Context: an optimization exercise on an open-source flow, tuned for small area, a short achievable clock period and few clock cycles. The choices shown serve that exercise and are no tape-out recipe. At most, simulation tests tie the RTL to the original design; equivalence was not proved. Power and IR drop assume default switching activity.

==> job 9236 <==
Design neuron_pe, start of the top module:
module neuron_pe #(
    parameter int DW    = 8,
    parameter int WW    = 8,
    parameter int LANES = 8,
    parameter int ACCW  = 24,
    parameter int NW    = 16,
    parameter int SHW   = 4
) (
    input  logic                    clk,
    input  logic                    rst,
    input  logic                    start,
    input  logic [NW-1:0]           n_len,
    input  logic [SHW-1:0]          shift,
    input  logic [1:0]              act_mode,
    input  logic [LANES*ACCW-1:0]   bias,
    input  logic                    in_valid,
    output logic                    in_ready,
    input  logic [DW-1:0]           in_data,
    input  logic [LANES*WW-1:0]     weight,
    output logic                    out_valid,
    input  logic                    out_ready,
    output logic [LANES*DW-1:0]     out_data,
    output logic                    busy
);
    logic           job_reg;     
    logic           rdy_reg;     
    logic [NW-1:0]  rem_reg;     
    logic           tok_reg;     
    logic           fin_reg;     
    logic           cap_reg;     
    logic           ov_reg;      
    logic [SHW-1:0] shift_reg, shift_cap;
    logic [1:0]     mode_reg, mode_cap;
    logic [3:0]     neg_reg, one_reg, two_reg;
    logic beat, last_beat, free;
    assign beat      = in_valid && rdy_reg;
    assign last_beat = beat && (rem_reg == NW'(1));
    assign free      = !job_reg || (fin_reg && !ov_reg);
    assign in_ready  = rdy_reg;
    assign out_valid = ov_reg;
    assign busy      = !free;
    always_ff @(posedge clk) begin
        if (rst) begin
            job_reg <= 1'b0;
            rdy_reg <= 1'b0;
            tok_reg <= 1'b0;
            fin_reg <= 1'b0;
            cap_reg <= 1'b0;
            ov_reg  <= 1'b0;
        end else begin
            cap_reg <= free && job_reg;
            if (free) begin
                job_reg <= start;
                rdy_reg <= start && (n_len != '0);
                tok_reg <= start && (n_len == '0);
                fin_reg <= 1'b0;
            end else begin
  ...
export LEC_CHECK = 0
export ABC_CLOCK_PERIOD_IN_PS = 2500
export CAP_MARGIN = 20
export CORE_MARGIN = 2
export CORE_UTILIZATION = 40
export SETUP_SLACK_MARGIN = 3.4
export SLEW_MARGIN = 20
create_clock -name core_clock -period 6.0 [get_ports {clk}]
run.sh (not shown) runs the stock make flow with config.mk's settings and CLKGATE_MAP_FILE= SYNTH_SCRIPT=/design/flow/synth_recipe.tcl, a recipe that flattens the netlist after the stock synthesis.
==> job 1649 (differences from job 9236) <==
--- a/flow/design.v
+++ b/flow/design.v
@@ -296,18 +296,16 @@
         end else begin
             s_reg <= s_nx;
             c_reg <= c_nx;
         end
     end
-    logic signed [23:0] s_sg;
     logic [23:0] r;
     logic [15:0] eqm;
     logic        sgn, fits, pos;
     logic [7:0]  res;
     always_comb begin
-        s_sg = s_reg;
-        r    = s_sg >>> shift;
+        r    = $signed(s_reg) >>> shift;
         sgn  = s_reg[23];
         for (int k = 0; k < 16; k++) eqm[k] = !m[k] || (s_reg[k+7] == sgn);
         fits = &eqm;
         pos  = !sgn && ((|s_reg[22:15]) || (|(s_reg[14:0] & m[14:0])));
         case (act_mode)
==> flow/config.mk (replaced) <==
export PLATFORM = sky130hd
export DESIGN_NAME = neuron_pe
export DESIGN_NICKNAME = neuron_pe
export VERILOG_FILES = /design/flow/design.v
export SDC_FILE = /design/flow/constraint.sdc
export NUM_CORES = 4
export LEC_CHECK = 0
export CAP_MARGIN = 20
export CORE_MARGIN = 2
export CORE_UTILIZATION = 40
export SLEW_MARGIN = 20
==> job 7501 (differences from job 9236) <==
--- a/flow/design.v
+++ b/flow/design.v
@@ -296,18 +296,16 @@
         end else begin
             s_reg <= s_nx;
             c_reg <= c_nx;
         end
     end
-    logic signed [23:0] s_sg;
     logic [23:0] r;
     logic [15:0] eqm;
     logic        sgn, fits, pos;
     logic [7:0]  res;
     always_comb begin
-        s_sg = s_reg;
-        r    = s_sg >>> shift;
+        r    = $signed(s_reg) >>> shift;
         sgn  = s_reg[23];
         for (int k = 0; k < 16; k++) eqm[k] = !m[k] || (s_reg[k+7] == sgn);
         fits = &eqm;
         pos  = !sgn && ((|s_reg[22:15]) || (|(s_reg[14:0] & m[14:0])));
         case (act_mode)
==> qor summary <==
quantity                                                              job 9236                 job 7501                 job 1649
Number of buffers and inverters on the critical path                         3                        3                        1
Data required, critical path                                           6.57 ns                  6.57 ns                  6.51 ns
Crit Reg-Reg Startpoint                                             neg_reg[3]               neg_reg[3]             shift_cap[3]
Crit path time final                                                   2.97 ns                  2.97 ns                  4.15 ns
Status                                                 complete, no violations  complete, no violations  complete, no violations
Wire per inst                                                          27.0 um                  27.0 um                  22.9 um
Highest ir drop seen on vdd                                             223 uV                   223 uV                   212 uV
First-pass iteration count of the detailed router                            9                        9                        8
Setup repair after global routing missed its margin                       true                     true                    false
Area post-placement                                                  57900 um2                57900 um2                57300 um2
Maximum single-stage delay on the critical path                        0.58 ns                  0.58 ns                  0.83 ns
Arrival time of the worst setup path                                   3.54 ns                  3.54 ns                  4.66 ns
Number of instances in the placed design                                  8042                     8042                     8062
Wire length on met2                                                   97600 um                 97600 um                 81400 um
Transition time at the pin with the least slew margin                  1.17 ns                  1.17 ns                  1.05 ns
Testbench counts of job 9236, summed over its fixed seeds: cycles 9,187.
The RTL of job 1649 and job 7501 was laid out without a check of its function.

[separate check: timing with driven ports]
The flow's constraints put no driver on any port. The routed layouts listed below were extracted and timed again, unchanged, in two steps. Step 1 (the two cells are an assumption about what drives the block):
set clk [get_ports {clk}]
set_driving_cell -lib_cell sky130_fd_sc_hd__clkbuf_16 $clk
set_driving_cell -lib_cell sky130_fd_sc_hd__buf_2 [delete_from_list [all_inputs] $clk]
Step 2 adds t to the input delays and takes it off the output delays; t is the mean of the earliest and latest rising clock arrival at the registers after step 1. Input paths then give back, and output paths get back, about the clock's delay inside the block. a / b / c = ideal / step 1 / step 2; a / b = the first two.
run	t (ns)	setup WS [ns]	worst hold slack (ns)
job 9236	0.775	3.029 / 3.029 / 2.945	0.433 / 0.433 / 0.433
job 1649	0.756	1.851 / 1.851 / 1.851	0.427 / 0.427 / 0.427
job 7501	0.775	3.029 / 3.029 / 2.945	0.433 / 0.433 / 0.433
After both steps setup and hold are still met in every run listed.
